From an optimization exercise on the open Yosys and OpenROAD flow, aimed at small area, a short achievable clock period and few clock cycles; shortcuts taken in it are not production practice. At most, simulation tests tie the RTL to the original design; equivalence was not proved. Only the layout flow was run in run 1; the RTL was not checked for function there. Power figures rest on the tool's default switching activity, not on a simulated workload.

[flow/config.mk]
export PLATFORM = sky130hd
export DESIGN_NAME = ex_stage_md
export DESIGN_NICKNAME = ex_stage_md
export VERILOG_FILES = /design/flow/design.v
export SDC_FILE = /design/flow/constraint.sdc
export NUM_CORES = 4
export LEC_CHECK = 0
export CAP_MARGIN = 20
export CORE_MARGIN = 2
export CORE_UTILIZATION = 40
export SETUP_SLACK_MARGIN = 3.0
export SLEW_MARGIN = 20
[flow/constraint.sdc]
create_clock -name core_clock -period 9.0 [get_ports {clk}]
set_input_delay 1.8000 -clock core_clock [delete_from_list [all_inputs] [get_ports {clk}]]
set_output_delay 1.8000 -clock core_clock [all_outputs]
set_load 0.01 [all_outputs]
[flow/design.v]
module ex_stage_md #(
  parameter int DATA_W = 32,
  parameter int REG_AW = 5,
  parameter int OP_W   = 5
) (
  input  logic              clk,
  input  logic              reset,
  input  logic              in_valid,
  input  logic [OP_W-1:0]   in_op,
  input  logic [DATA_W-1:0] in_rs_data,
  input  logic [DATA_W-1:0] in_rt_data,
  input  logic [DATA_W-1:0] in_imm,
  input  logic [4:0]        in_shamt,
  input  logic              in_use_imm,
  input  logic              in_use_shamt,
  input  logic [REG_AW-1:0] in_rs,
  input  logic [REG_AW-1:0] in_rt,
  input  logic [REG_AW-1:0] in_rd,
  input  logic              in_dst_rd,
  input  logic              in_wr,
  input  logic              flush,
  input  logic [DATA_W-1:0] fwd_mem_data,
  input  logic [DATA_W-1:0] fwd_wb_data,
  input  logic [1:0]        fwd_sel_a,
  input  logic [1:0]        fwd_sel_b,
  output logic              ex_stall,
  output logic              out_valid,
  output logic [DATA_W-1:0] out_result,
  output logic [DATA_W-1:0] out_store_data,
  output logic [REG_AW-1:0] out_dst,
  output logic [REG_AW-1:0] out_rs,
  output logic [REG_AW-1:0] out_rt
);
  function automatic logic [31:0] rev32(input logic [31:0] x);
    logic [31:0] r;
    for (int i = 0; i < 32; i++) r[i] = x[31-i];
    rev32 = r;
  endfunction
  function automatic logic [31:0] neg32(input logic [31:0] x);
    logic [31:0] p;
    p = x;
    for (int d = 1; d < 32; d = d * 2) p = p | (p << d);
    neg32 = x ^ {p[30:0], 1'b0};
  endfunction
  logic        in_md;
  logic        in_sll;
  logic        in_ash;
  logic        in_dst_ok;
  logic [31:0] in_a;
  assign in_md     = in_op[4:2] == 3'b011;
  assign in_sll    = in_op == 5'd8;
  assign in_ash    = in_use_shamt & ~in_md;
  assign in_dst_ok = in_wr & (in_op < 5'd12 || in_op == 5'd16 || in_op == 5'd17);
  assign in_a      = in_ash ? {27'b0, in_shamt} : in_rs_data;
  logic        q_valid;
  logic [4:0]  q_op;
  logic [31:0] q_a;       
  logic        q_a_sh;    
  logic [31:0] q_b;       
  logic        q_use_imm;
  logic [31:0] q_rt;      
  logic [4:0]  q_rs;
  logic [4:0]  q_rtn;
  logic [4:0]  q_dst;
  logic        q_cap;     
  logic        q_sub;     
  logic        stall;
  logic        busy;
  logic        fa_on;
  logic        fb_on;
  logic [31:0] fa;
  logic [31:0] fb;
  logic [31:0] af;
  logic [31:0] bf;
  assign fa_on = fwd_sel_a == 2'b10 || fwd_sel_a == 2'b01;
  assign fb_on = fwd_sel_b == 2'b10 || fwd_sel_b == 2'b01;
  assign fa    = fwd_sel_a[1] ? fwd_mem_data : fwd_wb_data;
  assign fb    = fwd_sel_b[1] ? fwd_mem_data : fwd_wb_data;
  assign af    = fa_on ? fa : q_a;
  assign bf    = fb_on ? fb : q_rt;
  logic [4:0] op;
  assign op = q_op;
  logic is_md;
  logic is_grp;
  logic is_log;
  logic need_a;
  logic need_b;
  logic cap;
  assign is_md  = op[4:2] == 3'b011;
  assign is_grp = is_md | op == 5'd16 | op == 5'd17;
  assign need_a = fa_on & ~q_a_sh;
  assign need_b = fb_on & ~q_use_imm;
  assign is_log = (op >= 5'd2 && op <= 5'd5) || op == 5'd11;
  assign cap    = ~is_grp & ~is_log & ~q_cap & (need_a | need_b);
  assign stall  = q_valid & ((is_grp & busy) | cap);
  always_ff @(posedge clk or negedge reset) begin
    if (!reset) begin
      q_valid <= 1'b0;
    end else if (flush) begin
      q_valid <= 1'b0;
    end else if (!stall) begin
      q_valid <= in_valid;
    end
  end
  always_ff @(posedge clk) begin
    if (!stall) begin
      if (!flush) begin
        q_op      <= in_op;
        q_a       <= in_sll ? rev32(in_a) : in_a;
        q_a_sh    <= in_ash;
        q_b       <= in_use_imm ? in_imm : in_rt_data;
        q_use_imm <= in_use_imm;
        q_rt      <= in_rt_data;
        q_rs      <= in_rs;
        q_rtn     <= in_rt;
        q_dst     <= in_dst_ok ? (in_dst_rd ? in_rd : in_rt) : 5'd0;
        q_cap     <= 1'b0;
        q_sub     <= in_op == 5'd1 || in_op == 5'd6 || in_op == 5'd7;
      end
    end else if (cap) begin
      if (need_a) q_a <= (op == 5'd8) ? rev32(fa) : fa;
      if (need_b) q_b <= fb;
      q_cap <= 1'b1;
    end
  end
  logic [31:0] a;
  logic [31:0] b;
  logic [31:0] al;
  logic [31:0] bl;
  assign a  = q_a;
  assign b  = q_b;
  assign al = need_a ? fa : q_a;    
  assign bl = need_b ? fb : q_b;
  logic op_sub;
  logic op_slt;
  logic op_sltu;
  logic op_and;
  logic op_or;
  logic op_xor;
  logic op_nor;
  logic op_sll;
  logic op_srl;
  logic op_sra;
  logic op_lui;
  logic op_mfhi;
  logic op_mflo;
  logic op_add;
  assign op_sub  = op == 5'd1;
  assign op_and  = op == 5'd2;
  assign op_or   = op == 5'd3;
  assign op_xor  = op == 5'd4;
  assign op_nor  = op == 5'd5;
  assign op_slt  = op == 5'd6;
  assign op_sltu = op == 5'd7;
  assign op_sll  = op == 5'd8;
  assign op_srl  = op == 5'd9;
  assign op_sra  = op == 5'd10;
  assign op_lui  = op == 5'd11;
  assign op_mfhi = op == 5'd16;
  assign op_mflo = op == 5'd17;
  assign op_add  = ~(op_sub | op_and | op_or | op_xor | op_nor | op_slt |
                     op_sltu | op_sll | op_srl | op_sra | op_lui |
                     op_mfhi | op_mflo);
  logic        do_sub;
  logic [33:0] addsub;
  logic        lt_s;
  logic        lt_u;
  assign do_sub = q_sub;
  assign addsub = {1'b0, a, 1'b1} + {1'b0, b ^ {32{do_sub}}, do_sub};
  assign lt_u   = ~addsub[33];
  assign lt_s   = (a[31] ^ b[31]) ? a[31] : addsub[32];
  logic [31:0] sh_out;
  assign sh_out = 32'($signed({op_sra & a[31], a}) >>> b[4:0]);
  logic [31:0] hi;
  logic [31:0] lo;
  logic [31:0] res;
  always_comb begin
    res = ({32{op_add | op_sub}} & addsub[32:1])
        | ({32{op_and}} & (al & bl))
        | ({32{op_or}}  & (al | bl))
        | ({32{op_xor}} & (al ^ bl))
        | ({32{op_nor}} & ~(al | bl))
        | ({32{op_srl | op_sra}} & sh_out)
        | ({32{op_sll}} & rev32(sh_out))
        | ({32{op_lui}} & {bl[15:0], 16'b0})
        | ({32{op_mfhi}} & hi)
        | ({32{op_mflo}} & lo);
    res[0] = res[0] | (op_slt & lt_s) | (op_sltu & lt_u);
  end
  logic issue;
  assign issue = q_valid & is_md & ~busy;
  assign ex_stall       = stall;
  assign out_valid      = q_valid & ~stall;
  assign out_result     = res;
  assign out_store_data = bf;
  assign out_rs         = q_rs;
  assign out_rt         = q_rtn;
  assign out_dst        = q_dst;
  localparam logic [1:0] PH_PREP = 2'd0;
  localparam logic [1:0] PH_STEP = 2'd1;
  localparam logic [1:0] PH_FIX  = 2'd2;
  logic [1:0]  ph;
  logic        f_div;
  logic        f_negq;    
  logic        f_negr;    
  logic        f_uc;      
  logic [4:0]  cnt;
  logic [2:0]  hx;        
  logic [32:0] m;         
  logic [11:0] bc;        
  logic        i_sgn;
  logic        i_div;
  assign i_sgn = ~op[0];
  assign i_div = op[1];
  function automatic logic [11:0] bctl(input logic [7:0] l, input logic p);
    logic [8:0]  w;
    logic [11:0] r;
    w = {l, p};
    for (int k = 0; k < 4; k++) begin
      logic b2;
      logic b1;
      logic b0;
      b2 = w[2*k+2];
      b1 = w[2*k+1];
      b0 = w[2*k];
      r[3*k+2] = b2 & ~(b1 & b0);
      r[3*k+1] = (b2 & ~b1 & ~b0) | (~b2 & b1 & b0);
      r[3*k]   = b1 ^ b0;
    end
    bctl = r;
  endfunction
  localparam logic [11:0] BC_SUB = 12'b000_000_000_101;   
  localparam logic [11:0] BC_ADD = 12'b000_000_000_001;   
  function automatic logic [41:0] brow(input logic [2:0] c,
                                       input logic [32:0] mm);
    logic [41:0] y;
    y = ({42{c[0]}} & {{9{mm[32]}}, mm}) |
        ({42{c[1]}} & {{8{mm[32]}}, mm, 1'b0});
    brow = y ^ {42{c[2]}};
  endfunction
  logic [41:0] x;
  logic [41:0] r1;
  logic [41:0] r2;
  logic [41:0] r3;
  logic [41:0] r4;
  logic [41:0] s1;
  logic [41:0] c1;
  logic [41:0] s2;
  logic [41:0] c2;
  logic [41:0] s3;
  logic [41:0] c3;
  logic [42:0] sum;
  logic [41:0] s;
  logic        n1;
  logic        n2;
  logic        n3;
  logic        n4;
  always_comb begin
    n1 = bc[2];
    n2 = bc[5];
    n3 = bc[8];
    n4 = bc[11];
    x  = {{7{hx[2]}}, hx, hi};
    r1 = brow(bc[2:0], m);
    r2 = {brow(bc[5:3], m), 2'b00};
    r2[1:0] = {n2, n2};
    r3 = {brow(bc[8:6], m), 4'b0000};
    r3[3:0] = {4{n3}};
    r4 = {brow(bc[11:9], m), 6'b000000};
    r4[5:0] = {6{n4}};
    s1 = x ^ r1 ^ r2;
    c1 = {(x[40:0] & r1[40:0]) | (x[40:0] & r2[40:0]) | (r1[40:0] & r2[40:0]), n4};
    s2 = s1 ^ c1 ^ r3;
    c2 = {(s1[40:0] & c1[40:0]) | (s1[40:0] & r3[40:0]) | (c1[40:0] & r3[40:0]), n3};
    s3 = s2 ^ c2 ^ r4;
    c3 = {(s2[40:0] & c2[40:0]) | (s2[40:0] & r4[40:0]) | (c2[40:0] & r4[40:0]), n2};
    sum = {s3, 1'b1} + {c3, n1};
    s = sum[42:1];
  end
  logic [31:0] neg_hi;
  logic [31:0] neg_lo;
  logic [31:0] mag_a;
  logic [31:0] mag_b;
  logic [5:0]  nb_a;
  logic [5:0]  nb_b;
  logic [6:0]  sdiff;
  logic [31:0] m_al;
  assign neg_hi = neg32(hi);
  assign neg_lo = neg32(lo);
  assign mag_a  = hi;
  assign mag_b  = lo;
  always_comb begin
    nb_a = 6'd0;
    nb_b = 6'd0;
    for (int i = 0; i < 32; i++) begin
      if (mag_a[i]) nb_a = 6'(i + 1);
      if (mag_b[i]) nb_b = 6'(i + 1);
    end
  end
  assign sdiff = {1'b0, nb_a} - {1'b0, nb_b};
  assign m_al  = mag_b << sdiff[4:0];
  logic last;
  logic ge;
  assign last = cnt == 5'd0;
  assign ge   = ~s[41];
  always_ff @(posedge clk or negedge reset) begin
    if (!reset) begin
      busy <= 1'b0;
      hi   <= '0;
      lo   <= '0;
    end else if (!busy) begin
      if (issue) begin
        busy <= 1'b1;
        hi   <= '0;
        lo   <= bf;
        if (i_div) begin
          hi <= (i_sgn & af[31]) ? neg32(af) : af;
          lo <= (i_sgn & bf[31]) ? neg32(bf) : bf;
        end
      end
    end else begin
      unique case (ph)
        PH_PREP: begin
          if (lo == '0 || sdiff[6]) begin
            lo   <= (lo == '0) ? '1 : '0;
            busy <= 1'b0;
            if (f_negr) hi <= neg_hi;
          end else begin
            lo <= '0;
          end
        end
        PH_STEP: begin
          if (f_div) begin
            if (ge) hi <= s[31:0];
            lo <= {lo[30:0], ge};
          end else begin
            hi <= s[39:8];
            lo <= {s[7:0], lo[31:8]};
          end
          if (last && !(f_div ? (f_negq | f_negr) : f_uc)) busy <= 1'b0;
        end
        default: begin
          if (f_div) begin
            if (f_negr) hi <= neg_hi;
            if (f_negq) lo <= neg_lo;
          end else begin
            hi <= s[31:0];
          end
          busy <= 1'b0;
        end
      endcase
    end
  end
  always_ff @(posedge clk) begin
    if (!busy) begin
      if (issue) begin
        ph     <= i_div ? PH_PREP : PH_STEP;
        f_div  <= i_div;
        f_negr <= i_sgn & af[31];
        f_negq <= i_sgn & (af[31] ^ bf[31]);
        f_uc   <= ~i_sgn & bf[31];
        m      <= {i_sgn & af[31], af};
        hx     <= '0;
        bc     <= bctl(bf[7:0], 1'b0);
        cnt    <= 5'd3;
      end
    end else begin
      unique case (ph)
        PH_PREP: begin
          ph  <= PH_STEP;
          m   <= {1'b0, m_al};
          cnt <= sdiff[4:0];
          hx  <= '0;
          bc  <= BC_SUB;
        end
        PH_STEP: begin
          if (f_div) begin
            m <= {1'b0, m[32:1]};
          end else begin
            hx <= {s[41], s[41], s[40]};
            bc <= last ? BC_ADD : bctl(lo[15:8], lo[7]);
          end
          cnt <= cnt - 5'd1;
          if (last) ph <= PH_FIX;
        end
        default: ;
      endcase
    end
  end
endmodule
[flow/run.sh]
#!/bin/bash
# synth_recipe.tcl (not shown) runs the flow's synth.tcl, then flattens the netlist and writes it again
# the make line also repeats each setting of config.mk as NAME=value (left out here)
make -C /OpenROAD-flow-scripts/flow DESIGN_CONFIG=/design/flow/config.mk WORK_HOME=/design/flow/orfs CLKGATE_MAP_FILE= SYNTH_SCRIPT=/design/flow/synth_recipe.tcl finish
==> notes.md, run 1 <==
Final nets ~5100; layout cells sized above 1 between 10% and 20%; initial antenna violation count 7; Max FO, Critical Path 4; die width 304.4 um; Final Cell Area roughly 43000 um^2; Setup WS pre-CTS approximately 1400 ps; post-synthesis sequential area ratio 19.38%; post-layout min period around 6600 ps; max cap viols 0; FFs w/ async S/R, synth about 27%; max-slew violations 0; H-tree Lvls 2; delay of the slowest critical-path stage between 500 and 600 ps; worst path required time between 7000 and 8000 ps; via/cell ratio approximately 6.5; First DRT Iteration DRCs approximately 5200; status complete, no violations; GRT overflow 0; placed insts about 5700; WP data arrival ~4800 ps; final hold slack between 500 and 600 ps; worst-skew pair later-pin latency approximately 590 ps; Yosys reg bits roughly 240; cts bufs inserted 34; routability cong. 1.030; starting density of the core 40.23%; CP Capture Type output port; CP startpoint kind input pin; most frequent cell after synthesis nand2_1; Synthesized Nets 4980; Layout Cells excl Fill approximately 5800; Synth Instances about 4500; Clk pin slew, worst setup/hold paths roughly 60 ps; Fillers roughly 9000; pwr dens a little over 400 nW/um^2; critical path class input pin to output port; Slew @ Worst Pin 1244 ps; final setup violation count 0; final hold vios 0; I/O Buffers ~280; Core Box Area approximately 90000 um^2; Post-CTS Hold Fix Bufs 0; CTS Sinks around 240; Hold Path Class register to register; EDFF count, synth roughly 180; final wirelength roughly 180000 um; syn avg cell area between 8 and 9 um^2; Max stage delay cell, worst path a222oi_1; Clock Skew about 37 ps; Max clock buf depth 3; die area around 93000 um^2; via count around 38000; post-route ant nets 0; most common flop cell mapped by yosys edfxtp_1; YS warnings 1; Worst VDD drop between 0.4 and 0.5 mV; Hold Path Stages 1; pin count of the biggest net entering global routing 82; Yosys top cell area share ~15%; Reg2Reg Depth 22; GRT Util Overall between 30% and 40%; DR WL/cell roughly 30 um; Fin Setup TNS 0 ps; number of I/O pins around 280; Initial DRT Pass Iterations 6; f_max about 0.15 GHz; Root Driver clkbuf_16; cell taking the most area after synthesis edfxtp_1; total power approximately 17 mW; Final WS setup about 2400 ps; DRC 0; global-route wire length before repair approximately 250000 um; DP Wirelength 132800 um; Synth area leaders edfxtp_1 (15%), mux2i_1 (7.9%), fa_1 (6.4%); leakage power ~18 nW; sequence of cells on the critical path buf_8 -> xor2_4 -> nor2b_4 -> buf_6 -> nor2_4 -> a31oi_4 -> inv_2 -> ha_4 -> nand2_1 -> o21ai_1 -> a222oi_1 -> o221ai_2 -> a221o_1 -> a31oi_2 -> o311ai_2 -> buf_2; number of global-route vias before repair approximately 35000; RSZ-0062 raised after global routing true; floorplan row count 110; TritonCTS clock tree yes; synthesized area 36100 um^2; Post-synth top cells nand2_1 (417), inv_1 (371), a21oi_1 (366), o21ai_0 (296), clkbuf_1 (295); Final Cycle Share about three quarters; dpl cell area roughly 40000 um^2; die height a little over 300 um; Synth cell types between 90 and 100; P&R area growth vs syn 19.98%; slew margin rel. 16.47%; final core occ 48.27%
## layer usage
| metal | vias up | global-route usage (%) | part of all wire [%] |
|---|---|---|---|
| li1 | 16510 | - | - |
| met1 | 18280 | 47.93 | 38 |
| met2 | 2590 | 54.47 | 42 |
| met3 | 522 | 8.441 | 12 |
| met4 | 8 | 25.16 | 8.2 |
| met5 | - | 0 | 0.033 |
## sequential cells by signal (all words and copies together) (netlist names), 2 cells and up
name,cells
ph,2
hi,32
bc,12
cnt,5
q_dst,5
m,33
lo,32
q_b,32
q_rt,32
q_op,5
hx,2
q_rtn,5
q_rs,5
q_a,32
## where the power goes
part	total, mW	switching, mW	internal, mW
Sequential	2.24	0.803	1.43
Combinational	13.6	8.62	5.00
Clock	1.62	0.641	0.980
## kinds of logic after synthesis
kind of cell | synth area share, %
buffers and inverters | 8.408
DFF | 19.38
AOI/OAI and AO/OA | 24.77
and+or+nand+nor | 14.43
xor gates and xnor gates | 8.321
muxes | 12.52
adders and majority gates | 12.17
## layout by cell type (no fill, tap or decap), types with 27 or more instances in the layout
cell	count
a211oi_1	96
a21o_1	46
a21oi_1	318
a21oi_2	47
a221oi_1	36
a221oi_2	32
a22oi_1	140
a31oi_1	42
buf_4	169
clkbuf_16	39
clkdlybuf4s50_1	197
dfrtp_1	61
dlygate4sd2_1	31
edfxtp_1	178
fa_1	114
ha_1	154
inv_1	368
mux2_2	32
mux2i_1	275
mux4_2	58
nand2_1	410
nand2b_1	56
nand3_1	76
nor2_1	259
nor2b_1	63
nor3_1	50
o211ai_1	27
o21ai_0	238
o21ai_1	40
o31ai_1	54
xnor2_1	249
xor2_1	86
## cell type report
| type | instances | area [um^2] | share of cell area, % |
|---|---|---|---|
| Multi-Input combinational cell | 3490 | 27360 | 63.15 |
| Sequential cell | 244 | 7005 | 16.17 |
| Timing Repair Buffer | 490 | 4760 | 10.99 |
| Tap cell | 1176 | 1471 | 3.397 |
| Inverter | 379 | 1436 | 3.316 |
| Clock buffer | 36 | 879.6 | 2.031 |
| Clock inverter | 26 | 397.9 | 0.9186 |
| Antenna cell | 4 | 10.01 | 0.02311 |
## final timing paths
path	startpoint	end	slack [ps]
max	fwd_sel_a[0]	out_result[16]	2410
min	hi[14]	hi[14]	550
max reg2reg	bc[5]	hi[25]	3220
min reg2reg	hi[14]	hi[14]	550
max in group asynchronous	reset	busy	6650
min in group asynchronous	reset	lo[30]	1160
## worst max-delay path: cells and delay by family
kind	cells	cell delay, ps
compound gates	7	1750
fa+ha+maj	1	160
simple gates	3	320
buf+inv	4	480
xor+xnor	1	260
## what timing repair did
action                     in CTS  in global routing
pin swaps                      16                 43
buffers inserted               47                 52
setup endpoints to repair      84                 77
gates cloned                    8                  4
gates resized for setup       254                182
==> run 2: changes to the inputs <==
--- a/flow/design.v
+++ b/flow/design.v
@@ -125,12 +125,8 @@
   end
   logic [31:0] a;
   logic [31:0] b;
-  logic [31:0] al;
-  logic [31:0] bl;
   assign a  = q_a;
   assign b  = q_b;
-  assign al = need_a ? fa : q_a;    
-  assign bl = need_b ? fb : q_b;
   logic op_sub;
   logic op_slt;
   logic op_sltu;
@@ -174,19 +170,23 @@
   logic [31:0] hi;
   logic [31:0] lo;
   logic [31:0] res;
+  logic [31:0] res_rg;    
+  logic [31:0] res_lg;    
+  logic [3:0]  lut;       
   always_comb begin
-    res = ({32{op_add | op_sub}} & addsub[32:1])
-        | ({32{op_and}} & (al & bl))
-        | ({32{op_or}}  & (al | bl))
-        | ({32{op_xor}} & (al ^ bl))
-        | ({32{op_nor}} & ~(al | bl))
-        | ({32{op_srl | op_sra}} & sh_out)
-        | ({32{op_sll}} & rev32(sh_out))
-        | ({32{op_lui}} & {bl[15:0], 16'b0})
-        | ({32{op_mfhi}} & hi)
-        | ({32{op_mflo}} & lo);
-    res[0] = res[0] | (op_slt & lt_s) | (op_sltu & lt_u);
+    res_rg = ({32{op_add | op_sub}} & addsub[32:1])
+           | ({32{op_srl | op_sra}} & sh_out)
+           | ({32{op_sll}} & rev32(sh_out))
+           | ({32{op_mfhi}} & hi)
+           | ({32{op_mflo}} & lo);
+    res_rg[0] = res_rg[0] | (op_slt & lt_s) | (op_sltu & lt_u);
+    lut = {op_and | op_or, op_or | op_xor, op_or | op_xor, op_nor};
   end
+  ex_stage_md_lg u_lg (
+    .a(q_a), .b(q_b), .fa(fa), .fb(fb), .need_a(need_a), .need_b(need_b),
+    .lut(lut), .lui(op_lui), .y(res_lg)
+  );
+  ex_stage_md_or u_or (.x(res_rg), .y(res_lg), .z(res));
   logic issue;
   assign issue = q_valid & is_md & ~busy;
   assign ex_stall       = stall;
@@ -199,6 +199,7 @@
   localparam logic [1:0] PH_PREP = 2'd0;
   localparam logic [1:0] PH_STEP = 2'd1;
   localparam logic [1:0] PH_FIX  = 2'd2;
+  localparam logic [1:0] PH_NEG  = 2'd3;
   logic [1:0]  ph;
   logic        f_div;
   logic        f_negq;    
@@ -311,12 +312,8 @@
     end else if (!busy) begin
       if (issue) begin
         busy <= 1'b1;
-        hi   <= '0;
+        hi   <= i_div ? af : '0;
         lo   <= bf;
-        if (i_div) begin
-          hi <= (i_sgn & af[31]) ? neg32(af) : af;
-          lo <= (i_sgn & bf[31]) ? neg32(bf) : bf;
-        end
       end
     end else begin
       unique case (ph)
@@ -339,6 +336,10 @@
           end
           if (last && !(f_div ? (f_negq | f_negr) : f_uc)) busy <= 1'b0;
         end
+        PH_NEG: begin
+          if (f_negr) hi <= neg_hi;
+          if (f_negq ^ f_negr) lo <= neg_lo;
+        end
         default: begin
           if (f_div) begin
             if (f_negr) hi <= neg_hi;
@@ -354,7 +355,8 @@
   always_ff @(posedge clk) begin
     if (!busy) begin
       if (issue) begin
-        ph     <= i_div ? PH_PREP : PH_STEP;
+        ph     <= !i_div ? PH_STEP :
+                  (i_sgn & (af[31] | bf[31])) ? PH_NEG : PH_PREP;
         f_div  <= i_div;
         f_negr <= i_sgn & af[31];
         f_negq <= i_sgn & (af[31] ^ bf[31]);
@@ -383,8 +385,36 @@
           cnt <= cnt - 5'd1;
           if (last) ph <= PH_FIX;
         end
+        PH_NEG: ph <= PH_PREP;
         default: ;
       endcase
     end
   end
 endmodule
+module ex_stage_md_lg (
+  input  logic [31:0] a,
+  input  logic [31:0] b,
+  input  logic [31:0] fa,
+  input  logic [31:0] fb,
+  input  logic        need_a,
+  input  logic        need_b,
+  input  logic [3:0]  lut,
+  input  logic        lui,
+  output logic [31:0] y
+);
+  logic [31:0] al;
+  logic [31:0] bl;
+  assign al = need_a ? fa : a;
+  assign bl = need_b ? fb : b;
+  always_comb begin
+    for (int i = 0; i < 32; i++) y[i] = lut[{al[i], bl[i]}];
+    y[31:16] = y[31:16] | ({16{lui}} & bl[15:0]);
+  end
+endmodule
+module ex_stage_md_or (
+  input  logic [31:0] x,
+  input  logic [31:0] y,
+  output logic [31:0] z
+);
+  assign z = x | y;
+endmodule
--- a/flow/config.mk
+++ b/flow/config.mk
@@ -10,3 +10,4 @@
 export CORE_UTILIZATION = 40
 export SETUP_SLACK_MARGIN = 3.0
 export SLEW_MARGIN = 20
+export SYNTH_HIERARCHICAL = 1
==> run 2 against run 1 <==
Critical path depth rose by 2. Global-route usage decreased by 0.13 points. Power down 3.6%. Register-to-register slack worse by 50 ps. Utilization grew 0.56 points. Clock skew increased by 1.5 ps. Clock power down 17%. Worst setup slack gained 370 ps. Area after synthesis is 11% lower. Non-clock buffer count fell by 13. Critical path type is now register to output port. Critical endpoint is now out_result[0]. Highest routed layer is now met4.
==> notes.md, run 2 <==
P&R area growth vs syn 21.49%; FFs w/ async S/R, synth between 20% and 30%; Reg-to-Reg Start bc[1]; die height roughly 290 um; Slew @ Worst Pin 1270 ps; GRT Util Overall 36.77%; Max clock buf depth 3; Final nets roughly 4500; placed insts 4963; Reg with most FFs m; number of I/O pins between 200 and 300; Post-synth top cells inv_1 (357), nand2_1 (322), a21oi_1 (267), mux2i_1 (267); initial antenna violation count 6; die area about 83000 um^2; CP Capture Type output port; final hold vios 0; most frequent cell after synthesis inv_1; max FFs per register 33; final core occ between 40% and 50%; Yosys reg bits around 240; Worst VDD drop 0.3323 mV; Post-CTS Hold Fix Bufs 0; Critical path origin q_sub; GRT overflow 0; global-route wire length before repair between 200000 and 250000 um; cell taking the most area after synthesis edfxtp_1; DR WL/cell roughly 30 um; DRC 0; Synth Instances ~3900; synthesized area about 32000 um^2; layout cells sized above 1 about 14%; Initial DRT Pass Iterations 9; reg2reg setup slack 3170 ps; Synth area leaders edfxtp_1 (17%), mux2i_1 (8.3%), fa_1 (7.1%); slew margin rel. roughly 15%; hold_sp hi[6]; starting density of the core 40.20%; final wirelength between 150000 and 200000 um; Synth cell types between 90 and 100; WP data arrival about 4400 ps; cts bufs inserted 31; dpl cell area roughly 36000 um^2; via/cell ratio between 6 and 7; Layout Cells excl Fill 5140; pwr dens roughly 430 nW/um^2; floorplan row count roughly 100; Final Cell Area 39140 um^2; Synthesized Nets 4299; final hold slack around 590 ps; CTS Sinks 244; YS warnings 8; leakage power roughly 16 nW; critical path class register to output port; RSZ-0062 raised after global routing true; max-slew violations 0; H-tree Lvls 1; First DRT Iteration DRCs roughly 4200; post-layout min period 6224 ps; die width between 200 and 300 um; pin count of the biggest net entering global routing 70; Core Box Area between 80000 and 90000 um^2; most common cell after layout, fill and taps aside inv_1; worst path required time ~7000 ps; I/O Buffers ~280; number of global-route vias before repair 31300; routability cong. approximately 1.1; Yosys top cell area share 16.59%; DP Wirelength roughly 120000 um; Hold Path Class register to register; worst-skew pair later-pin latency approximately 650 ps; syn avg cell area approximately 8.3 um^2; post-route ant nets 0; post-synthesis sequential area ratio roughly 22%; TritonCTS clock tree yes; most common flop cell mapped by yosys edfxtp_1; via count 32660; Clock Skew ~39 ps; Fin Setup TNS 0 ps; Clk pin slew, worst setup/hold paths 60 ps; f_max between 0.15 and 0.2 GHz; most frequent cells in the layout inv_1 (354), nand2_1 (319), a21oi_1 (252); Final Cycle Share slightly below 70%; status complete, no violations; final setup violation count 0; max cap viols 0; Root Driver clkbuf_16; Max FO, Critical Path 6; CP startpoint kind register; EDFF count, synth 178
-- run 2: area by class of cell --
type	instances	area [um^2]
timing repair buffer	477	4664
clock buffer	36	814.5
inverter	366	1425
clock inverter	22	246.5
antenna	3	7.507
sequential	244	7000
tap	1060	1326
multi-input combinational	2932	23660
fill	7869	41010
-- run 2: logic make-up (layout without fill, tap and decap cells) --
family | Yosys count | in the layout | share of synthesized area (%)
compound gates | 1193 | 1194 | 24.60
xor+xnor | 294 | 294 | 7.992
fa+ha+maj | 218 | 218 | 11.15
buf+inv | 709 | 901 | 8.625
flops | 244 | 244 | 21.72
mux | 351 | 351 | 13.55
other cells | 0 | 3 | 0
simple gates | 875 | 875 | 12.38
-- run 2: per-module statistics from Yosys (local to each module, per instance) --
module	times used	flip-flops and latches
ex_stage_md	1	244
ex_stage_md_or	1	0
ex_stage_md_lg	1	0
-- run 2: stage by stage --
stage	setup slack, ps	total power [mW]
after floorplan	3102	10.09
after global placement	2075	14.33
after detailed placement	2059	14.34
after CTS	2783	16.00
after global routing	2687	17.74
final	2776	16.84
-- run 2: worst paths after layout --
check                           cells after the start       endpoint
worst max-delay path                               18  out_result[0]
worst min-delay path                                2          hi[6]
worst max register to register                     19         hi[15]
worst min register to register                      2          hi[6]
max in group asynchronous                           1           busy
min in group asynchronous                           1          lo[6]
-- run 2: timing repair --
action	in CTS	in global routing
cloned	8	1
pin swaps	54	54
gates resized for setup	238	127
hold endpoints to repair	0	0
buffers inserted	70	33
setup endpoints to repair	105	73
-- run 2: worst max-delay path, cell delays in order, from the launching register on --
cell and delay (ps):
edfxtp_1 460, buf_12 190, buf_12 130, xor2_1 160, ha_1 360, buf_6 120
nand2_4 70, nor3_2 170, nand4_1 240, a31oi_4 330, a221oi_4 100, o31ai_2 230
buf_4 190, o21ai_4 60, inv_1 80, o21ai_0 90, a221o_1 380, or2_4 280
buf_2 150
-- run 2: routing by layer --
layer  GRT usage [%]  wire, um  up-vias
li1                -         -    14320
met1           45.01     58610    15940
met2           58.78     70370     1938
met3           6.878     14490      462
met4           25.00     13070        0
met5               0         0        -
-- run 2: report_power, final --
group	internal (mW)	switching (mW)
Clock	0.766	0.573
Sequential	1.42	0.607
Combinational	4.78	8.69
Total	6.97	9.87
Testbench counts of run 2, summed over its fixed seeds: cycles 13,221.
==> run 3: changes to the inputs <==
==> flow/flow/run.sh (new file) <==
#!/bin/bash
# The standard layout (the standard.sh, unchanged synthesis), with
# sky130_fd_sc_hd__buf_2 as the buffer that placement puts on every
# input and output port instead of the cell buffer_ports picks itself.
set -euo pipefail
export BUFFER_PORTS_ARGS="-buffer_cell sky130_fd_sc_hd__buf_2"
bash standard.sh > standard.log 2>&1
==> flow/standard.sh (new file) <==
#!/bin/bash
# synth_recipe.tcl (not shown) runs the flow's synth.tcl, then flattens the netlist and writes it again
# the make line also repeats each setting of config.mk as NAME=value (left out here)
make -C /OpenROAD-flow-scripts/flow DESIGN_CONFIG=/design/flow/config.mk WORK_HOME=/design/flow/orfs CLKGATE_MAP_FILE= SYNTH_SCRIPT=/design/flow/synth_recipe.tcl "${@:-finish}"
removed: flow/run.sh
==> run 3 against run 2 <==
Sequential power about the same. Flip-flop and latch count did not move. Still clean on timing, DRC and antenna. Combinational power decreased by 3%. Critical path type unchanged. Via count is 1.5% lower. Fmax increased by 1.8%. Cell area down 7.0%.
==> notes.md, run 3 <==
f_max 0.1635 GHz; Clock power frac about 8%; initial antenna violation count 3; synthesized area approximately 32000 um^2; Max FO, Critical Path 5; via/cell ratio approximately 6.3; H-tree Lvls 1; power share of the combinational group 79.5%; WP data arrival between 4000 and 5000 ps; final setup violation count 0; syn avg cell area ~8.3 um^2; via count 32160; most used cell, CP buf_6; post-layout min period approximately 6100 ps; Fillers slightly above 8000; final wirelength around 150000 um; global-route wire length before repair approximately 210000 um; sequence of cells on the critical path buf_6 -> buf_6 -> xor2_1 -> ha_1 -> a21oi_2 -> a31o_2 -> a211oi_4 -> o21ai_2 -> o21a_1 -> a211o_1 -> o211ai_1 -> mux2i_1 -> a221o_1 -> or2_4 -> buf_2; pin count of the biggest net entering global routing 75; Max stage delay cell, worst path edfxtp_1; area taken by multi-input logic gates 22940 um^2; total power 16.45 mW; starting density of the core between 40% and 50%; I/O Buffers roughly 280; layout cells sized above 1 17.03%; register area between 7000 and 8000 um^2; Cell Int Power around 6.7 mW; P&R area growth vs syn 13.01%; Hold Path Class register to register; Core Box Area between 80000 and 90000 um^2; Synthesized Nets roughly 4300; Synth Instances slightly below 4000; Synth cell types 94; most common cell after layout, fill and taps aside inv_1; worst path required time around 7000 ps; Slew @ Worst Pin between 1000 and 1500 ps; Final Cycle Share 67.96%; critical path class register to output port; Synth area leaders edfxtp_1 (17%), mux2i_1 (8.3%), fa_1 (7.1%); Max clock buf depth 3; Post-synth top cells inv_1 (357), nand2_1 (322), a21oi_1 (267), mux2i_1 (267); Yosys top cell area share 16.59%; leakage power about 15 nW; Worst VDD drop 0.4845 mV; max FFs per register 33; most frequent cell after synthesis inv_1; DP Wirelength between 100000 and 150000 um; YS warnings 8; cts bufs inserted 29; most common flop cell mapped by yosys edfxtp_1; EDFF count, synth approximately 180; Reg with most FFs m; Initial DRT Pass Iterations 9; CP Capture Type output port; Clk pin slew, worst setup/hold paths 70 ps; floorplan row count roughly 100; First DRT Iteration DRCs 4122; RSZ-0062 raised after global routing true; routability cong. just over 1; slew margin rel. a little over an eighth; post-synthesis sequential area ratio 21.72%; Yosys reg bits about 240; worst-skew pair later-pin latency 620 ps; sw power just under 10 mW; max-slew violations 0; post-route ant nets 0; die area 82830 um^2; FFs w/ async S/R, synth a little over a quarter; delay of the slowest critical-path stage 410 ps; CP startpoint kind register; cell taking the most area after synthesis edfxtp_1; die width ~290 um; TritonCTS clock tree yes; Root Driver clkbuf_16; CTS Sinks roughly 240; DR WL/cell approximately 30 um; Fin Setup TNS 0 ps; GRT Util Overall between 30% and 40%; number of I/O pins ~280; final hold vios 0; status complete, no violations; switch share roughly three fifths; pwr dens around 450 nW/um^2; Clock Skew between 20 and 30 ps; GRT overflow 0; Final nets 4409; max cap viols 0; most frequent cells in the layout inv_1 (355), nand2_1 (321), buf_2 (276); die height about 290 um; Sequential Power Share about 12%; DRC 0; number of global-route vias before repair 30740
[run 3: final timing paths]
path / startpoint / to / slack, ps / depth (start not counted)
hold reg to reg: hi[6] / hi[6] / 600 / 2
min in group asynchronous: reset / lo[11] / 1320 / 1
setup / recovery: q_sub / out_result[0] / 2880 / 15
setup reg to reg: bc[5] / hi[30] / 3200 / 19
max in group asynchronous: reset / busy / 6890 / 1
hold / removal: hi[6] / hi[6] / 600 / 2
[run 3: cell type report]
type	count	share of cell area, %
Multi-Input combinational cell	2934	63.01
Sequential cell	244	19.23
Timing Repair Buffer	419	7.395
Inverter	366	3.825
Tap cell	1060	3.643
Clock buffer	31	2.014
Clock inverter	23	0.8729
Antenna cell	2	0.01375
[run 3: power groups by stage]
stage	Clock (mW)	Combinational (mW)	Sequential (mW)
floorplan	0	8.50	1.58
global placement	0	12.2	2.02
detailed placement	0	12.2	2.02
CTS	1.35	12.5	1.99
global route	1.39	13.9	2.03
finish	1.34	13.1	2.02
[run 3: timing repair]
item	4_1_cts	5_1_grt
pin swaps	27	27
cloned	4	3
hold buffers	0	0
resized for setup	65	48
setup endpoints to repair	76	84
setup buffers	35	21
[run 3: metrics by stage]
step / std cells / hold slack [ps] / utilization [%] / instance area, um^2 / setup WS, ps
after detailed placement: 4959 / 580.2 / 42.81 / 34310 / 2422
after global routing: 5078 / 642.6 / 45.42 / 36410 / 2740
after global placement: 4959 / 573.6 / 42.81 / 34310 / 2427
after floorplan: 3884 / 424.4 / - / 32230 / 3102
final: 5079 / 595.1 / 45.42 / 36410 / 2884
after CTS: 5052 / 588.8 / 44.94 / 36020 / 2915
[run 3: cells by family after synthesis]
group           count (synthesis)  synth area share [%]
mux                           351                 13.55
flops                         244                 21.72
simple gates                  875                 12.38
buf+inv                       709                 8.625
xor+xnor                      294                 7.992
compound gates               1193                 24.60
fa+ha+maj                     218                 11.15
[run 3: per-module statistics from Yosys, one instance, submodules excluded]
module          flops+latches  cells  copies in the design  area, um^2
ex_stage_md               244   3718                     1       30430
ex_stage_md_lg              0    134                     1        1592
ex_stage_md_or              0     32                     1       200.2
[run 3: critical path, delay by kind of cell (launching register included)]
family,cells,cell delay [ps]
compound gates,8,1930
buf+inv,3,420
flops,1,410
fa+ha+maj,1,410
simple gates,1,260
xor+xnor,1,170
mux,1,110
[run 3: per-layer routing]
layer	share of wire, %	track usage, %	wire (um)	up-vias
met2	45	56.94	67500	1961
met3	9.3	6.315	14050	465
met5	0.0079	0	12	-
met4	8.4	22.51	12670	2
met1	38	44.07	57430	15560
li1	-	-	-	14180
==> run 4: changes to the inputs <==
--- a/flow/config.mk
+++ b/flow/config.mk
@@ -7,7 +7,7 @@
 export LEC_CHECK = 0
 export CAP_MARGIN = 20
 export CORE_MARGIN = 2
-export CORE_UTILIZATION = 40
+export CORE_UTILIZATION = 75
 export SETUP_SLACK_MARGIN = 3.0
 export SLEW_MARGIN = 20
 export SYNTH_HIERARCHICAL = 1
==> run 4 against run 3 <==
The flow now stops in 5_1_grt. Synthesized cell count did not move. Area after synthesis unchanged.
==> notes.md, run 4 <==
H-tree Lvls 1; Yosys reg bits about 240; EDFF count, synth around 180; global-route wire length before repair ~220000 um; die height roughly 210 um; synthesized area between 30000 and 40000 um^2; floorplan row count 75; Run Error [ERROR GRT-0116] Global routing finished with congestion. Check the congestion regions in the DRC Viewer.; Synthesized Nets approximately 4300; syn avg cell area approximately 8.3 um^2; most common flop cell mapped by yosys edfxtp_1; GRT overflow 15; CTS Sinks between 200 and 250; Max clock buf depth 3; Yosys top cell area share between 10% and 20%; post-synthesis sequential area ratio 21.72%; failing step 5_1_grt; cell taking the most area after synthesis edfxtp_1; DP Wirelength roughly 100000 um; routability cong. roughly 1.2; most frequent cell after synthesis inv_1; Post-CTS Hold Fix Bufs 0; YS warnings 8; starting density of the core around 76%; number of global-route vias before repair 35700; cts bufs inserted 27; FFs w/ async S/R, synth roughly 27%; pin count of the biggest net entering global routing 96; Root Driver clkbuf_16; I/O Buffers ~280; Synth area leaders edfxtp_1 (17%), mux2i_1 (8.3%), fa_1 (7.1%); Post-synth top cells inv_1 (357), nand2_1 (322), a21oi_1 (267), mux2i_1 (267); status aborted with a tool error; die width 211.3 um; Synth Instances roughly 3900; GRT Util Overall approximately 64%; number of I/O pins 278; Synth cell types 94
## run 4: kinds of logic after synthesis
logic type      Yosys count  share of synthesized area, %
buf+inv                 709                         8.625
compound gates         1193                         24.60
simple gates            875                         12.38
mux                     351                         13.55
fa+ha+maj               218                         11.15
xor+xnor                294                         7.992
flops                   244                         21.72
## run 4: power by group through the flow
stage / sequential, mW / clock (mW) / combinational (mW)
2_1_floorplan: 1.58 / 0 / 8.50
4_1_cts: 1.95 / 1.15 / 12.1
3_5_place_dp: 1.98 / 0 / 11.8
3_3_place_gp: 1.97 / 0 / 11.5
## run 4: worst min-delay path by stage
stage	slack (ps)	start	to
after global placement	570	lo[31]	lo[31]
after detailed placement	580	lo[31]	lo[31]
after floorplan	420	q_op[1]	f_div
after CTS	590	lo[31]	lo[31]
## run 4: routing by layer
metal	global-route usage, %	GRT overflow
met1	67.33	0
met2	87.47	6
met3	39.58	2
met4	58.84	7
met5	13.13	0
## run 4: stage by stage
| stage | hold slack [ps] | utilization (%) | worst slack (ps) | std cells | area, um^2 |
|---|---|---|---|---|---|
| 2_1_floorplan | 424.4 | - | 3102 | 3884 | 32230 |
| 3_3_place_gp | 567.9 | 79.33 | 2058 | 4412 | 33420 |
| 3_5_place_dp | 575.1 | 79.33 | 1931 | 4412 | 33420 |
| 4_1_cts | 592.6 | 82.96 | 3001 | 4496 | 34950 |
## run 4: repair_timing
action                                  CTS
endpoints found under the setup margin   82
resized for setup                        54
setup buffers                            28
gates cloned                              6
pin swaps                                11
## run 4: Yosys stat by module (local to each module, per instance)
module,cells inside,area [um^2]
ex_stage_md_or,32,200.2
ex_stage_md_lg,134,1592
ex_stage_md,3718,30430
==> run 5: changes to the inputs <==
==> flow/config.mk (replaced) <==
export PLATFORM = sky130hd
export DESIGN_NAME = ex_stage_md
export DESIGN_NICKNAME = ex_stage_md
export VERILOG_FILES = /design/flow/design.v
export SDC_FILE = /design/flow/constraint.sdc
export NUM_CORES = 4
export LEC_CHECK = 0
export CAP_MARGIN = 30
export CORE_MARGIN = 2
export CORE_UTILIZATION = 50
export SETUP_SLACK_MARGIN = 3.0
export SLEW_MARGIN = 30
export SYNTH_HIERARCHICAL = 1
==> run 5 against run 4 <==
The run now finishes clean. Area after synthesis did not move. Synthesized cell count did not move.
==> notes.md, run 5 <==
status complete, no violations; Synth cell types 94; initial antenna violation count 7; switch share ~60%; Cell Int Power around 6.6 mW; TritonCTS clock tree yes; EDFF count, synth 178; cts bufs inserted 29; Clock power frac under 10%; WP data arrival 4370 ps; post-layout min period roughly 6200 ps; max FFs per register 33; Synthesized Nets between 4000 and 5000; Root Driver clkbuf_16; Core Box Area approximately 64000 um^2; final hold vios 0; worst path required time roughly 7000 ps; pin count of the biggest net entering global routing 68; most common cell after layout, fill and taps aside inv_1; f_max approximately 0.16 GHz; Post-synth top cells inv_1 (357), nand2_1 (322), a21oi_1 (267), mux2i_1 (267); routability cong. between 1 and 1.5; Synth Instances between 3000 and 4000; post-route ant nets 0; Reg with most FFs m; Yosys reg bits between 200 and 250; layout cells sized above 1 between 10% and 20%; DRC 0; Final Cell Area about 36000 um^2; First DRT Iteration DRCs between 4000 and 5000; die width about 260 um; worst-skew pair later-pin latency roughly 610 ps; GRT overflow 0; YS warnings 8; via/cell ratio roughly 6.7; placed insts 4755; leakage power 15.09 nW; Yosys top cell area share 16.59%; Clk pin slew, worst setup/hold paths approximately 60 ps; Slew @ Worst Pin about 1200 ps; most frequent cells in the layout inv_1 (356), nand2_1 (320), buf_2 (275); via count around 32000; power share of the combinational group around 80%; Synth area leaders edfxtp_1 (17%), mux2i_1 (8.3%), fa_1 (7.1%); DR WL/cell 29.73 um; Max clock buf depth 3; floorplan row count just over 90; GRT Util Overall 41.92%; Final Cycle Share about two thirds; final wirelength 144400 um; Layout Cells excl Fill around 4900; Hold Path Class register to register; sw power a little under 10 mW; final setup violation count 0; max-slew violations 0; die area between 60000 and 70000 um^2; Initial DRT Pass Iterations 11; reg2reg setup slack just over 3000 ps; most frequent cell after synthesis inv_1; Final nets roughly 4400; number of global-route vias before repair around 30000; Worst VDD drop roughly 0.37 mV; I/O Buffers 277; pwr dens 453.6 nW/um^2; Fin Setup TNS 0 ps; critical path class register to output port; Max FO, Critical Path 10; DP Wirelength 109900 um; dpl cell area 34110 um^2; cell taking the most area after synthesis edfxtp_1; H-tree Lvls 1; number of I/O pins ~280; most common flop cell mapped by yosys edfxtp_1; P&R area growth vs syn 12.73%; Sequential Power Share between 10 and 15%; RSZ-0062 raised after global routing true; post-synthesis sequential area ratio around 22%; synthesized area 32220 um^2; slew margin rel. a little under a quarter; die height 257.9 um; CP startpoint kind register; Clock Skew between 15 and 20 ps; CTS Sinks 244; FFs w/ async S/R, synth around 27%; global-route wire length before repair 206800 um; max cap viols 0; CP Capture Type output port; starting density of the core 50.25%; syn avg cell area about 8.3 um^2
-- run 5: Yosys stat by module, one instance, submodules excluded --
| module | cell area (um^2) | flip-flops and latches | cells |
|---|---|---|---|
| ex_stage_md | 30430 | 244 | 3718 |
| ex_stage_md_lg | 1592 | 0 | 134 |
| ex_stage_md_or | 200.2 | 0 | 32 |
-- run 5: kinds of logic after synthesis --
kind of cell / synth area share [%]
fa+ha+maj: 11.15
simple gates: 12.38
mux: 13.55
compound gates: 24.60
xor+xnor: 7.992
flops: 21.72
buf+inv: 8.625
-- run 5: power groups by stage --
stage / registers [mW] / logic (mW) / clock network [mW]
finish: 2.03 / 13.1 / 1.30
global route: 2.02 / 13.9 / 1.34
CTS: 1.98 / 12.4 / 1.30
detailed placement: 2.00 / 12.2 / 0
global placement: 2.01 / 12.2 / 0
floorplan: 1.58 / 8.50 / 0
-- run 5: critical path: stages, from the launching register on --
cell      delay (ps)
edfxtp_1         490
buf_12           190
buf_6            150
xor2_1           170
ha_1             390
nand3_2          110
nor2_4           140
o21ai_4           90
a211oi_4         280
o21ai_2          100
o21a_1           240
a211o_1          310
o211ai_1         230
mux2i_1          120
a221o_1          380
or2_1            230
buf_2            150
-- run 5: per-stage QoR --
| stage | hold slack, ps | util (%) | setup WS, ps | power [mW] |
|---|---|---|---|---|
| 2_1_floorplan | 424.4 | - | 3102 | 10.09 |
| 3_3_place_gp | 576.6 | 53.06 | 1963 | 14.23 |
| 3_5_place_dp | 577.2 | 53.20 | 1919 | 14.21 |
| 4_1_cts | 583.6 | 55.75 | 2898 | 15.71 |
| 5_1_grt | 623.7 | 56.64 | 2747 | 17.27 |
| 6_report | 585.7 | 56.65 | 2832 | 16.48 |
-- run 5: repair_timing --
item,in CTS,in global routing
buffers inserted,22,14
hold buffers,0,0
setup endpoints to repair,59,58
hold endpoints to repair,0,0
pin swaps,25,32
resized for setup,65,90
cloned,5,2
-- run 5: final timing paths --
check	start	endpoint	cells after the start
worst max-delay path	q_sub	out_result[0]	16
worst min-delay path	hi[6]	hi[6]	2
worst max register to register	hi[1]	m[29]	20
worst min register to register	hi[6]	hi[6]	2
max in group asynchronous	reset	hi[19]	1
min in group asynchronous	reset	lo[7]	1
-- run 5: area by class of cell --
type | instances | area, um^2
diodes | 6 | 15.01
clock buffers | 37 | 775.7
clock inverters | 17 | 237.7
fillers | 6016 | 27790
inverters | 366 | 1394
multi-input cells | 2932 | 23200
flip-flops and latches | 244 | 7000
well taps | 855 | 1070
repair buffers | 401 | 2633
-- run 5: layer usage --
| metal | vias up | share of wire [%] | global-route usage [%] |
|---|---|---|---|
| met2 | 2232 | 45 | 67.07 |
| met1 | 15490 | 36 | 51.20 |
| met5 | - | 0.026 | 0 |
| met4 | 6 | 7.6 | 26.40 |
| met3 | 533 | 11 | 9.609 |
| li1 | 14150 | - | - |
==> run 6: changes to the inputs <==
==> flow/config.mk (replaced) <==
export PLATFORM = sky130hd
export DESIGN_NAME = ex_stage_md
export DESIGN_NICKNAME = ex_stage_md
export VERILOG_FILES = /design/flow/design.v
export SDC_FILE = /design/flow/constraint.sdc
export NUM_CORES = 4
export LEC_CHECK = 0
export CAP_MARGIN = 20
export CORE_MARGIN = 2
export CORE_UTILIZATION = 40
export CTS_CLUSTER_SIZE = 30
export SETUP_SLACK_MARGIN = 3.0
export SLEW_MARGIN = 20
export SYNTH_HIERARCHICAL = 1
==> run 6 against run 5 <==
Sequential share of layout area is essentially flat. First-iteration DRC count shrank 15%. Clock skew grew 12 ps. Utilization shrank 11 points. Clock power grew 3%. Flip-flop and latch count is the same. Global-route usage shrank 6.4 points. Critical endpoint unchanged. Largest power group unchanged. Highest routed layer unchanged.
==> notes.md, run 6 <==
status complete, no violations; Hold Path Stages 2; max cap viols 0; DP Wirelength roughly 120000 um; starting density of the core about two fifths; most common flop cell mapped by yosys edfxtp_1; area taken by multi-input logic gates ~23000 um^2; Synth area leaders edfxtp_1 (17%), mux2i_1 (8.3%), fa_1 (7.1%); Max stage delay cell, worst path edfxtp_1; die height around 290 um; placed insts a little under 5000; Met1 Wirelength between 50000 and 60000 um; P&R area growth vs syn 13.01%; Fillers ~8000; via/cell ratio 6.333; CP Capture Type output port; reg2reg setup slack ~3200 ps; r2r endpoint hi[30]; Reg-to-Reg Start bc[5]; critical path class register to output port; max FFs per register 33; YS warnings 8; cell taking the most area after synthesis edfxtp_1; Max FO, Critical Path 5; First DRT Iteration DRCs 4122; main combinational cell family by area after synthesis compound AO/OA/AOI/OAI gates; Synth Area in XOR/XNOR between 7 and 8%; TritonCTS clock tree yes; Clk pin slew, worst setup/hold paths approximately 70 ps; most used cell, CP buf_6; final setup violation count 0; Simple-Gate Fraction of Synth Area between 10% and 20%; f_max about 0.16 GHz; Synth Instances between 3000 and 4000; initial antenna violation count 3; sequence of cells on the critical path buf_6 -> buf_6 -> xor2_1 -> ha_1 -> a21oi_2 -> a31o_2 -> a211oi_4 -> o21ai_2 -> o21a_1 -> a211o_1 -> o211ai_1 -> mux2i_1 -> a221o_1 -> or2_4 -> buf_2; Synth cell types 94; DR WL/cell roughly 30 um; Core Box Area roughly 80000 um^2; CTS Sinks ~240; Crit path max-delay family compound AO/OA/AOI/OAI gates; final wirelength roughly 150000 um; Slew @ Worst Pin 1292 ps; CP startpoint kind register; total power around 16 mW; WP data arrival about 4300 ps; Fin Setup TNS 0 ps; worst-skew pair later-pin latency 620 ps; Synth Area in Compound Gates about 25%; switch share approximately 60%; EDFF count, synth 178; Final nets about 4400; die width around 290 um; Reg with most FFs m; Post-synth top cells inv_1 (357), nand2_1 (322), a21oi_1 (267), mux2i_1 (267); I/O Buffers 277; Hold Path Class register to register; Root Driver clkbuf_16; met2 WL between 60000 and 70000 um; syn avg cell area roughly 8.3 um^2; pwr dens between 400 and 500 nW/um^2; power share of the combinational group a little under 80%; post-route ant nets 0; Reg2Reg Depth 19; Final Cycle Share 67.96%; Cell Int Power 6.659 mW; Sequential Power Share approximately 12%; GRT overflow 0; worst path required time between 7000 and 8000 ps; Buf+Inv Stages, Crit Path 3; RSZ-0062 raised after global routing true; most common cell after layout, fill and taps aside inv_1; Met3 Wirelength 14050 um; final hold vios 0; synthesized area around 32000 um^2; mux share of post-synthesis cell area 13.55%; Yosys top cell area share between 15 and 20%; slew margin rel. a little over an eighth; Critical path origin q_sub; die area 82830 um^2; register area about 7000 um^2; Hold Path Sink hi[6]; post-synthesis sequential area ratio 21.72%; H-tree Lvls 1; Initial DRT Pass Iterations 9; most frequent cell after synthesis inv_1; WP depth 15; final hold slack slightly below 600 ps; Max clock buf depth 3; sw power a little under 10 mW; Layout Cells excl Fill ~5100; Worst VDD drop around 0.48 mV; Clock power frac approximately 8%; post-synthesis adder-cell area fraction between 10% and 20%; number of I/O pins roughly 280; top sig layer met5; post-layout min period between 6000 and 7000 ps; cts bufs inserted 29; routability cong. between 1 and 1.5; DRC 0; Post-CTS Hold Fix Bufs 0; global-route wire length before repair about 210000 um; leakage power about 15 nW; layout cells sized above 1 between 15 and 20%; FFs w/ async S/R, synth 27.05%; max-slew violations 0; hold_sp hi[6]; GRT Util Overall between 30% and 40%; Synthesized Nets ~4300; Clock Skew ~30 ps; number of global-route vias before repair just over 30000; floorplan row count 104; delay of the slowest critical-path stage 410 ps; pin count of the biggest net entering global routing 75; most frequent cells in the layout inv_1 (355), nand2_1 (321), buf_2 (276); Yosys reg bits between 200 and 250; via count approximately 32000
run 6: cell counts after synthesis:
Identical to the previous run, type by type.
run 6: how the worst max path moves through the flow:
| stage | end | slack, ps |
|---|---|---|
| floorplan | out_result[20] | 3100 |
| global placement | out_result[21] | 2430 |
| detailed placement | hi[23] | 2420 |
| CTS | out_result[28] | 2920 |
| global route | out_result[0] | 2740 |
| finish | out_result[0] | 2880 |
run 6: layer usage:
metal | GRT usage, % | up-vias
met5 | 0 | -
met3 | 6.315 | 465
met4 | 22.51 | 2
li1 | - | 14180
met1 | 44.07 | 15560
met2 | 56.94 | 1961
run 6: power by group through the flow:
stage,Sequential (mW),Combinational [mW],Clock [mW]
after floorplan,1.58,8.50,0
after global placement,2.02,12.2,0
after detailed placement,2.02,12.2,0
after CTS,1.99,12.5,1.35
after global routing,2.03,13.9,1.39
final,2.02,13.1,1.34
run 6: modules after synthesis (local to each module, per instance):
module	copies in the design	area, um^2
ex_stage_md	1	30430
ex_stage_md_lg	1	1592
ex_stage_md_or	1	200.2
run 6: stage by stage:
| stage | utilization [%] | cell area, um^2 | setup WS, ps |
|---|---|---|---|
| after floorplan | - | 32230 | 3102 |
| after global placement | 42.81 | 34310 | 2427 |
| after detailed placement | 42.81 | 34310 | 2422 |
| after CTS | 44.94 | 36020 | 2915 |
| after global routing | 45.42 | 36410 | 2740 |
| final | 45.42 | 36410 | 2884 |
run 6: layout make-up:
type / instances / area share [%]
Tap cell: 1060 / 3.643
Clock inverter: 23 / 0.8729
Inverter: 366 / 3.825
Sequential cell: 244 / 19.23
Timing Repair Buffer: 419 / 7.395
Multi-Input combinational cell: 2934 / 63.01
Clock buffer: 31 / 2.014
Antenna cell: 2 / 0.01375
run 6: cells by family after synthesis:
kind of cell	count (synthesis)
compound gates	1193
simple gates	875
buf+inv	709
mux	351
xor+xnor	294
flops	244
fa+ha+maj	218
run 6: repair_timing:
action / 4_1_cts / 5_1_grt
buffers inserted: 35 / 21
cloned: 4 / 3
resized for setup: 65 / 48
pin swaps: 27 / 27
endpoints found under the setup margin: 76 / 84
run 6: worst reg2reg max path: stages (launching register included):
cell and delay (ps):
edfxtp_1 520, inv_8 250, buf_6 280, xnor2_1 140, fa_1 510, inv_1 50
fa_1 470, inv_1 50, fa_1 470, inv_1 40, ha_1 410, o21ai_1 120
o2bb2ai_1 170, or4b_1 520, a21oi_1 210, o21a_1 280, a221oi_1 160, o41ai_1 650
a22oi_1 200, a31oi_1 210
==> run 7: changes to the inputs <==
==> flow/flow/run.sh (replaced) <==
#!/bin/bash
# The standard layout (the standard.sh, unchanged synthesis), with
# sky130_fd_sc_hd__buf_1 as the buffer that placement puts on every
# input and output port instead of the cell buffer_ports picks itself.
set -euo pipefail
export BUFFER_PORTS_ARGS="-buffer_cell sky130_fd_sc_hd__buf_1"
bash standard.sh > standard.log 2>&1
--- a/flow/config.mk
+++ b/flow/config.mk
@@ -8,7 +8,6 @@
 export CAP_MARGIN = 20
 export CORE_MARGIN = 2
 export CORE_UTILIZATION = 40
-export CTS_CLUSTER_SIZE = 30
 export SETUP_SLACK_MARGIN = 3.0
 export SLEW_MARGIN = 20
 export SYNTH_HIERARCHICAL = 1
==> run 7 against run 6 <==
Still clean on timing, DRC and antenna. Via count increased by 0.59%. Final cell count is 0.20% higher. Global-route usage down 0.60 points. Wire length down 1.7%. Non-clock buffer count is 10 higher. Combinational power is essentially flat. Cell area up 1.0%. Sequential power is essentially flat. Critical path type unchanged. Critical endpoint unchanged. Largest power group unchanged. Highest routed layer unchanged.
==> notes.md, run 7 <==
max cap viols 0; dpl cell area around 34000 um^2; synthesized area between 30000 and 40000 um^2; via/cell ratio around 6.4; Setup WS pre-CTS 1852 ps; GRT overflow 0; pwr dens 448.0 nW/um^2; leakage power ~15 nW; via count around 32000; final wirelength about 150000 um; post-layout min period 6137 ps; diode count 0; most frequent cell after synthesis inv_1; final hold vios 0; Clk pin slew, worst setup/hold paths 70 ps; Root Driver clkbuf_16; FFs w/ async S/R, synth a little over a quarter; slew margin rel. 16.02%; f_max 0.1630 GHz; switch share slightly below 60%; post-synthesis sequential area ratio 21.72%; final core occ 45.88%; die area 82830 um^2; Worst VDD drop ~0.37 mV; final setup violation count 0; Final nets about 4400; max FFs per register 33; most common cell after layout, fill and taps aside inv_1; Initial DRT Pass Iterations 8; Reg with most FFs m; status complete, no violations; post-route ant nets 0; Max clock buf depth 3; RSZ-0062 raised after global routing true; pin count of the biggest net entering global routing between 90 and 100; cell taking the most area after synthesis edfxtp_1; routability cong. 1.025; number of global-route vias before repair ~31000; Synth Instances about 3900; CTS Sinks roughly 240; Core Box Area roughly 80000 um^2; final hold slack ~620 ps; Final WS setup around 2900 ps; DRC 0; EDFF count, synth ~180; Synth cell types 94; Post-synth top cells inv_1 (357), nand2_1 (322), a21oi_1 (267), mux2i_1 (267); max-slew violations 0; YS warnings 8; Max FO, Critical Path 7; worst path required time 7200 ps; H-tree Lvls 1; critical path class register to output port; Clock power frac under 10%; die height 287.8 um; DR WL/cell between 20 and 30 um; CP startpoint kind register; Layout Cells excl Fill between 5000 and 6000; number of I/O pins between 200 and 300; TritonCTS clock tree yes; floorplan row count between 100 and 150; placed insts 4964; initial antenna violation count 4; Clock Skew around 29 ps; Synthesized Nets approximately 4300; Yosys top cell area share around 17%; Sequential Power Share between 10% and 20%; most common flop cell mapped by yosys edfxtp_1; worst-skew pair later-pin latency approximately 630 ps; total power around 16 mW; WP data arrival about 4300 ps; die width around 290 um; CP Capture Type output port; Final Cycle Share 68.18%; P&R area growth vs syn 14.14%; First DRT Iteration DRCs approximately 4000; GRT Util Overall between 30% and 40%; power share of the combinational group 79.9%; I/O Buffers ~280; starting density of the core approximately 40%; layout cells sized above 1 12.09%; global-route wire length before repair approximately 210000 um; Slew @ Worst Pin about 1300 ps; most frequent cells in the layout inv_1 (354), nand2_1 (320), buf_1 (266); syn avg cell area about 8.3 um^2; Fin Setup TNS 0 ps; Hold Path Class register to register; sw power ~9.8 mW; Final Cell Area roughly 37000 um^2; cts bufs inserted 31; Synth area leaders edfxtp_1 (17%), mux2i_1 (8.3%), fa_1 (7.1%); DP Wirelength 115500 um; Yosys reg bits 244; Cell Int Power ~6.7 mW
## run 7: cells by family after synthesis
family | share of synthesized area [%]
compound gates | 24.60
simple gates | 12.38
buf+inv | 8.625
mux | 13.55
xor+xnor | 7.992
flops | 21.72
fa+ha+maj | 11.15
## run 7: area by class of cell
| class | instances | area, um^2 |
|---|---|---|
| clock inverter | 20 | 177.7 |
| sequential | 244 | 7000 |
| timing repair inverter | 1 | 7.507 |
| tap | 1060 | 1326 |
| multi-input combinational | 2932 | 23480 |
| clock buffer | 37 | 808.3 |
| fill | 8143 | 43380 |
| inverter | 366 | 1393 |
| timing repair buffer | 429 | 2587 |
## run 7: power groups by stage
| stage | clock [mW] | combinational, mW | sequential (mW) |
|---|---|---|---|
| finish | 1.26 | 13.2 | 2.05 |
| floorplan | 0 | 8.50 | 1.58 |
| CTS | 1.27 | 12.4 | 2.01 |
| detailed placement | 0 | 12.1 | 2.03 |
| global route | 1.30 | 14.1 | 2.05 |
| global placement | 0 | 12.2 | 2.03 |
## run 7: final timing paths
| kind | from | to | slack, ps | cells past startpoint |
|---|---|---|---|---|
| worst min-delay path | hi[18] | hi[18] | 620 | 1 |
| max in group asynchronous | reset | busy | 6780 | 2 |
| worst min register to register | hi[18] | hi[18] | 620 | 1 |
| worst max-delay path | q_sub | out_result[0] | 2860 | 15 |
| worst max register to register | hi[1] | m[31] | 3220 | 21 |
| min in group asynchronous | reset | lo[10] | 1440 | 2 |
## run 7: routing by layer
layer / track usage, % / vias to the layer above / wire length, um
met5: 0 / - / 43
met2: 55.04 / 1916 / 66470
met4: 23.42 / 6 / 12210
met1: 43.66 / 15780 / 56680
met3: 6.117 / 443 / 13710
li1: - / 14210 / -
## run 7: modules after synthesis, one instance, submodules excluded
module | flip-flops and latches | copies in the design | cells inside
ex_stage_md_lg | 0 | 1 | 134
ex_stage_md | 244 | 1 | 3718
ex_stage_md_or | 0 | 1 | 32
## run 7: worst max-delay path, cell delays in order, from the launching register on
cell and delay [ps]:
edfxtp_1 380, buf_6 160, buf_12 160, xor2_1 170, ha_1 400, nand2_2 110
a31o_4 260, a211oi_4 250, o21ai_2 120, o21a_1 240, a211o_1 340, o211ai_1 230
mux2i_1 110, a221o_1 350, or2_1 280, buf_2 150
## run 7: what timing repair did
item                       4_1_cts  5_1_grt
hold buffers                     0        0
gates cloned                     8        1
setup endpoints to repair       74       53
pin swaps                       14       53
setup buffers                   33       24
resized for setup              115      115

[re-timing with driven ports]
The flow's constraints put no driver on any port. The routed layouts listed below were extracted and timed again, unchanged, in two steps. Step 1 assumes that a clkbuf_16 drives the clock port and a buf_2 every other input. Step 2 times the ports against the registers' clock, not the clock port: input delays grow and output delays shrink by t, the midpoint of the rising clock arrivals with the driver on. Slacks: no drivers / after step 1 / after step 2; pairs: no drivers / after step 1.
run | t (ns) | setup slack, ns | hold WS [ns] | worst slew at a driven data input, ns | pins driven straight from the clock port
run 1 | 0.649 | 2.409 / 2.308 / 2.308 | 0.550 / 0.550 / 0.550 | 0.24 | 1
run 2 | 0.700 | 2.776 / 2.707 / 2.833 | 0.594 / 0.594 / 0.594 | 0.06 | 1
run 3 | 0.678 | 2.884 / 2.811 / 2.861 | 0.595 / 0.595 / 0.595 | 0.07 | 1
run 5 | 0.670 | 2.832 / 2.767 / 2.815 | 0.586 / 0.586 / 0.586 | 0.08 | 1
run 6 | 0.678 | 2.884 / 2.811 / 2.861 | 0.595 / 0.595 / 0.595 | 0.07 | 1
run 7 | 0.689 | 2.863 / 2.791 / 2.880 | 0.623 / 0.623 / 0.623 | 0.12 | 1
After both steps every run listed still meets setup and hold. The setup slack of run 1, which loses most, moves by -0.101 ns with the drivers and by -0.101 ns with both steps.
